Context: an optimization exercise on an open-source flow, tuned for small area, a short achievable clock period and few clock cycles per item. The choices shown serve that exercise and are no tape-out recipe.
Function was checked by simulation only, so behaviour that the tests miss may differ from the original.

==> inputs of 06-15 <==
==> flow/design.v (excerpt) <==
module mixed_number_adder #(
  parameter int unsigned FIELD_WIDTH = 16
) (
  input  logic                               clk_i,
  input  logic                               rst_ni,
  input  logic                               in_valid_i,
  output logic                               in_ready_o,
  input  logic signed [FIELD_WIDTH-1:0]      whole_a_i,
  input  logic signed [FIELD_WIDTH-1:0]      num_a_i,
  input  logic signed [FIELD_WIDTH-1:0]      den_a_i,
  input  logic signed [FIELD_WIDTH-1:0]      whole_b_i,
  input  logic signed [FIELD_WIDTH-1:0]      num_b_i,
  input  logic signed [FIELD_WIDTH-1:0]      den_b_i,
  output logic                               out_valid_o,
  input  logic                               out_ready_i,
  output logic signed [mna_pkg::WHOLE_W-1:0] whole_sum_o,
  output logic signed [mna_pkg::NUM_W-1:0]   num_sum_o,
  output logic signed [mna_pkg::DEN_W-1:0]   den_sum_o,
  output logic                               div_error_o
);
Settings: LEC_CHECK=0, CAP_MARGIN=20, CORE_MARGIN=2, CORE_UTILIZATION=40, SLEW_MARGIN=20, TNS_END_PERCENT=0; clock period 10.0 ns.
standard.sh (not shown) runs the stock make flow with config.mk's settings and CLKGATE_MAP_FILE= SYNTH_SCRIPT=/design/flow/synth_recipe.tcl, a recipe that flattens the netlist after the stock synthesis.
==> flow/flow/run.sh <==
#!/bin/bash
set -euo pipefail
bash standard.sh SETUP_SLACK_MARGIN=6.5 finish > standard_flow.log 2>&1
==> inputs of 06-24, as changes to 06-15 <==
--- a/flow/design.v
+++ b/flow/design.v
@@ -154,18 +154,19 @@
   output logic signed [mna_pkg::DEN_W-1:0]   den_sum_o,
   output logic                               div_error_o
 );
   logic st_idle_q, st_mult_q, st_ncomp_q, st_gcd_q, st_up_q, st_down_q, st_fin_q, st_out_q;
   logic st_div_q;   
   logic m_def_q;    
   logic in_ready_q, out_valid_q;
-  logic fin_ok_q, mult_acc_q;
+  logic fin_ok_q, mult_acc_q, m_cs_q;
   logic [32:0] a_q, r_q;
   logic [31:0] b_q, p_q, q_q, s_q;
   logic [2:0]  cnt_q;
+  logic        first_q;
   logic        sn_q, sd_q, flip_q, errn_q, erro_q;
   logic        op_a2_q, op_b2_q, op_ab_q, op_ba_q, k2_q;
   logic zero_den, take, go;
   assign zero_den = (den_a_i == '0) || (den_b_i == '0);
   assign take     = in_valid_i && (st_idle_q || st_out_q);
   assign go       = in_valid_i && (st_idle_q || (st_out_q && out_ready_i));
   logic one1_q, two1_q, neg1_q, one2_q, two2_q, neg2_q, neg3_q;
@@ -210,35 +211,39 @@
     .x (a_q), .y (~{1'b0, b_q}), .ci (1'b0), .s (c_s), .s1 (c_s1), .co (c_co), .co1 (c_ge)
   );
   assign sub_ab = c_s1;
   assign sub_ba = ~c_s;
   logic [33:0] cs_u, cs_v, cs_w, cs_s, cs_c;
   logic        cs_ci0, cs_ci1;
   assign cs_u = ({34{mult_acc}} & {a_q[31:0], 2'b00}) |
-                ({34{fin_ok}} & {r_q[32], r_q}) |
-                ({34{m_def}} & {2'b00, p_q & {32{op_ab_q | op_ba_q}}});
+                ({34{fin_ok}} & {r_q[32], r_q});
   assign cs_v = ({34{st_mult_q}} & {{16{mag1[17] ^ neg1_q}}, mag1 ^ {18{neg1_q}}}) |
-                ({34{fin_ok}} & {{18{q_q[31]}}, q_q[31:16]}) |
-                ({34{m_def}} & {2'b00, q_q});
+                ({34{fin_ok}} & {{18{q_q[31]}}, q_q[31:16]});
   assign cs_w = ({34{st_mult_q}} & {{16{mag2[17] ^ neg2_q}}, mag2 ^ {18{neg2_q}}}) |
                 ({34{fin_ok}} & {{18{q_q[15]}}, q_q[15:0]});
   assign cs_ci0 = st_mult_q & neg1_q;
   assign cs_ci1 = st_mult_q & neg2_q;
   assign cs_s = cs_u ^ cs_v ^ cs_w;
   assign cs_c = (cs_u & cs_v) | (cs_u & cs_w) | (cs_v & cs_w);
   logic [32:0] g2_s, g2_s1;
   logic        g2_co, g2_ge;
   pfx_add #(.W(33), .KIND(1)) u_ge2 (
     .x (a_q), .y (~{b_q, 1'b0}), .ci (1'b1), .s (g2_s), .s1 (g2_s1), .co (g2_ge), .co1 (g2_co)
   );
-  logic [33:0] add_pq, pq_s1;
-  logic        pq_co, pq_co1;
+  logic [33:0] pq_x, pq_y, add_pq, pq_s1;
+  logic        pq_c, pq_co, pq_co1;
+  logic        m_cs;
+  assign m_cs = m_cs_q;   
+  assign pq_x = ({34{m_cs}} & cs_s) |
+                ({34{~m_cs}} & {2'b00, p_q & {32{op_ab_q | op_ba_q}}});
+  assign pq_y = ({34{m_cs}} & {cs_c[32:0], cs_ci0}) |
+                ({34{~m_cs}} & {2'b00, q_q});
+  assign pq_c = cs_ci1;
   pfx_add #(.W(34), .KIND(1)) u_pq (
-    .x (cs_s), .y ({cs_c[32:0], cs_ci0}), .ci (cs_ci1), .s (add_pq), .s1 (pq_s1), .co (pq_co),
-    .co1 (pq_co1)
+    .x (pq_x), .y (pq_y), .ci (pq_c), .s (add_pq), .s1 (pq_s1), .co (pq_co), .co1 (pq_co1)
   );
   logic [32:0] rs_x, rs_y, add_rs, rs_s1;
   logic        rs_c, rs_co, rs_co1;
   assign rs_x = ({33{mult_acc}} & {r_q[30:0], 2'b00}) |
                 ({33{in_div | m_def}} & r_q);
   assign rs_y = ({33{st_mult_q}} & {{15{mag3[17] ^ neg3_q}}, mag3 ^ {18{neg3_q}}}) |
                 ({33{in_div}} & ({1'b0, p_q} ^ {33{flip_q}})) |
@@ -269,17 +274,19 @@
       m_def_q     <= 1'b1;
       st_fin_q    <= 1'b0;
       st_out_q    <= 1'b0;
       in_ready_q  <= 1'b0;
       out_valid_q <= 1'b0;
       fin_ok_q    <= 1'b0;
       mult_acc_q  <= 1'b0;
+      m_cs_q      <= 1'b0;
     end else begin
       fin_ok_q    <= div_last;
       mult_acc_q  <= st_mult_q && (cnt_q != 3'd7);
+      m_cs_q      <= (go && !zero_den) || (st_mult_q && (cnt_q != 3'd7)) || st_fin_d;
       st_idle_q   <= (st_idle_q && !in_valid_i) || (st_out_q && out_ready_i && !in_valid_i);
       st_mult_q   <= (go && !zero_den) || (st_mult_q && (cnt_q != 3'd7));
       st_ncomp_q  <= st_mult_q && (cnt_q == 3'd7);
       st_gcd_q    <= st_ncomp_q || (st_gcd_q && !a_zero);
       st_up_q     <= (st_gcd_q && a_zero) || (st_up_q && a_ge_2b);
       st_down_q   <= div_step && !p_q[0];
       st_div_q    <= (st_gcd_q && a_zero) || (st_up_q && a_ge_2b) || (div_step && !p_q[0]);
@@ -291,16 +298,21 @@
       in_ready_q  <= st_fin_d;
       out_valid_q <= st_fin_q || (out_valid_q && !out_ready_i);
     end
   end
   assign in_ready_o  = in_ready_q;
   assign out_valid_o = out_valid_q;
   always_ff @(posedge clk_i) begin
-    if (go) cnt_q <= 3'd0;
-    else if (st_mult_q) cnt_q <= cnt_q + 3'd1;
+    if (go) begin
+      cnt_q   <= 3'd0;
+      first_q <= 1'b1;
+    end else if (st_mult_q) begin
+      cnt_q   <= cnt_q + 3'd1;
+      first_q <= 1'b0;
+    end
     if (take) begin
       sd_q   <= den_a_i[15] ^ den_b_i[15];
       errn_q <= zero_den;
     end
     if (st_ncomp_q) begin
       sn_q   <= a_q[32];
       flip_q <= a_q[32] ^ sd_q;
==> flow/run.sh (new file) <==
#!/bin/bash
# synth_recipe.tcl (not shown) runs the flow's synth.tcl, then flattens the netlist and writes it again
# the make line also repeats each setting of config.mk as NAME=value (left out here)
make -C /OpenROAD-flow-scripts/flow DESIGN_CONFIG=/design/flow/config.mk WORK_HOME=/design/flow/orfs CLKGATE_MAP_FILE= SYNTH_SCRIPT=/design/flow/synth_recipe.tcl finish
--- a/flow/config.mk
+++ b/flow/config.mk
@@ -4,9 +4,9 @@
 export VERILOG_FILES = /design/flow/design.v
 export SDC_FILE = /design/flow/constraint.sdc
 export NUM_CORES = 4
 export LEC_CHECK = 0
 export CAP_MARGIN = 20
 export CORE_MARGIN = 2
 export CORE_UTILIZATION = 40
+export SETUP_SLACK_MARGIN = 5
 export SLEW_MARGIN = 20
-export TNS_END_PERCENT = 0
removed: flow/flow/run.sh
removed: flow/standard.sh
==> inputs of 08-07, as changes to 06-15 <==
--- a/flow/design.v
+++ b/flow/design.v
@@ -211,15 +211,15 @@
   );
   assign sub_ab = c_s1;
   assign sub_ba = ~c_s;
   logic [33:0] cs_u, cs_v, cs_w, cs_s, cs_c;
   logic        cs_ci0, cs_ci1;
   assign cs_u = ({34{mult_acc}} & {a_q[31:0], 2'b00}) |
                 ({34{fin_ok}} & {r_q[32], r_q}) |
-                ({34{m_def}} & {2'b00, p_q & {32{op_ab_q | op_ba_q}}});
+                ({34{m_def}} & {2'b00, p_q});
   assign cs_v = ({34{st_mult_q}} & {{16{mag1[17] ^ neg1_q}}, mag1 ^ {18{neg1_q}}}) |
                 ({34{fin_ok}} & {{18{q_q[31]}}, q_q[31:16]}) |
                 ({34{m_def}} & {2'b00, q_q});
   assign cs_w = ({34{st_mult_q}} & {{16{mag2[17] ^ neg2_q}}, mag2 ^ {18{neg2_q}}}) |
                 ({34{fin_ok}} & {{18{q_q[15]}}, q_q[15:0]});
   assign cs_ci0 = st_mult_q & neg1_q;
   assign cs_ci1 = st_mult_q & neg2_q;
@@ -381,15 +381,15 @@
   end
   always_ff @(posedge clk_i) begin
     if (take) begin
       p_q <= {den_b_i, num_b_i};
     end else if (st_mult_q) begin
       p_q <= {p_q[29:16], 2'b00, p_q[13:0], 2'b00};
     end else if (st_ncomp_q) begin
-      p_q <= 32'd1;
+      p_q <= {31'd0, (a_q != 33'd0)};
     end else if (st_gcd_q) begin
       if (a_zero) p_q <= 32'd1;
       else if (op_ba_q) p_q <= add_pq[31:0];
       else if (op_a2_q || op_ab_q) p_q <= p_sh;
     end else if (st_up_q && a_ge_2b) begin
       p_q <= {p_q[30:0], 1'b0};
     end else if (div_step && !p_q[0]) begin
==> flow/flow/run.sh (replaced) <==
#!/bin/bash
set -euo pipefail
bash standard.sh "BUFFER_PORTS_ARGS=-buffer_cell sky130_fd_sc_hd__buf_1" finish > standard_flow.log 2>&1
--- a/flow/config.mk
+++ b/flow/config.mk
@@ -4,9 +4,11 @@
 export VERILOG_FILES = /design/flow/design.v
 export SDC_FILE = /design/flow/constraint.sdc
 export NUM_CORES = 4
 export LEC_CHECK = 0
 export CAP_MARGIN = 20
 export CORE_MARGIN = 2
 export CORE_UTILIZATION = 40
+export CTS_CLUSTER_DIAMETER = 90
+export CTS_CLUSTER_SIZE = 20
+export SETUP_SLACK_MARGIN = 5
 export SLEW_MARGIN = 20
-export TNS_END_PERCENT = 0
==> summary.txt <==
metric	08-07	06-24	06-15
Sequential fraction of total cell area	0.2045	0.1917	0.1872
Portion of netlist area occupied by mux cells	0.05733	0.06884	0.05929
Layout cell share with drive strength beyond 1	0.1095	0.1270	0.1374
Tcrit/Tclk final	0.4982	0.4955	0.4990
Pin count of the biggest net entering global routing	71	163	167
Sequential-to-total area share from yosys stat	0.2311	0.2268	0.2275
Number of synthesized register bits	227	228	227
Pre-CTS setup slack	3.747 ns	3.453 ns	3.924 ns
Total number of nets in the final design	3647	3790	3761
Run status	no timing/DRC/antenna violations	no timing/DRC/antenna violations	no timing/DRC/antenna violations
Clk tree area frac	0.02874	0.03022	0.03351
Die footprint	0.06775 sq mm	0.06930 sq mm	0.06882 sq mm
Core Box Area	0.06470 sq mm	0.06680 sq mm	0.06586 sq mm
Worst flop-to-flop path startpoint	b_q[25]$_SDFFE_PP0P_	one1_q$_DFFE_PP_	op_ab_q$_SDFFCE_PP0P_
Routability congestion estimate	1.029	1.045	1.017
Site row count	93	95	94
Crit-path slowest cell	a211oi_1	edfxtp_1	a222oi_1
Number of instances in the synthesized netlist	3296	3419	3368
Testbench counts of 06-15, summed over its fixed seeds: cycles 87,461, items 3,200.
Testbench counts of 06-24, summed over its fixed seeds: cycles 87,461, items 3,200.
Testbench counts of 08-07, summed over its fixed seeds: cycles 87,461, items 3,200.

separate check: timing with driven ports:
In the flow no input, the clock included, has a driving cell. The finished layouts below were timed again as built, in two steps. Step 1 (the two cells are an assumption about what drives the block):
set clk [get_ports {clk_i}]
set_driving_cell -lib_cell sky130_fd_sc_hd__clkbuf_16 $clk
set_driving_cell -lib_cell sky130_fd_sc_hd__buf_2 [delete_from_list [all_inputs] $clk]
Step 2, shift: input delay + t, output delay - t, t = (earliest + latest rising clock arrival at the registers) / 2. This alone moves slack from input paths to output paths. Three values: ideal ports, drivers, drivers and shift; two values: the first two.
| run | t (ns) | setup WS [ns] | worst hold slack (ns) | latest minus earliest clock arrival (ns) |
|---|---|---|---|---|
| 06-15 | 0.700 | 5.010 / 5.010 / 4.751 | 0.478 / 0.478 / 0.478 | 0.033 / 0.034 |
| 06-24 | 0.663 | 5.045 / 5.045 / 4.876 | 0.485 / 0.485 / 0.485 | 0.025 / 0.025 |
| 08-07 | 0.645 | 5.018 / 5.018 / 5.018 | 0.478 / 0.478 / 0.478 | 0.029 / 0.029 |
After both steps setup and hold are still met in every run listed. The setup slack of 06-15, which loses most, moves by 0.000 ns with the drivers and by -0.259 ns with both steps.
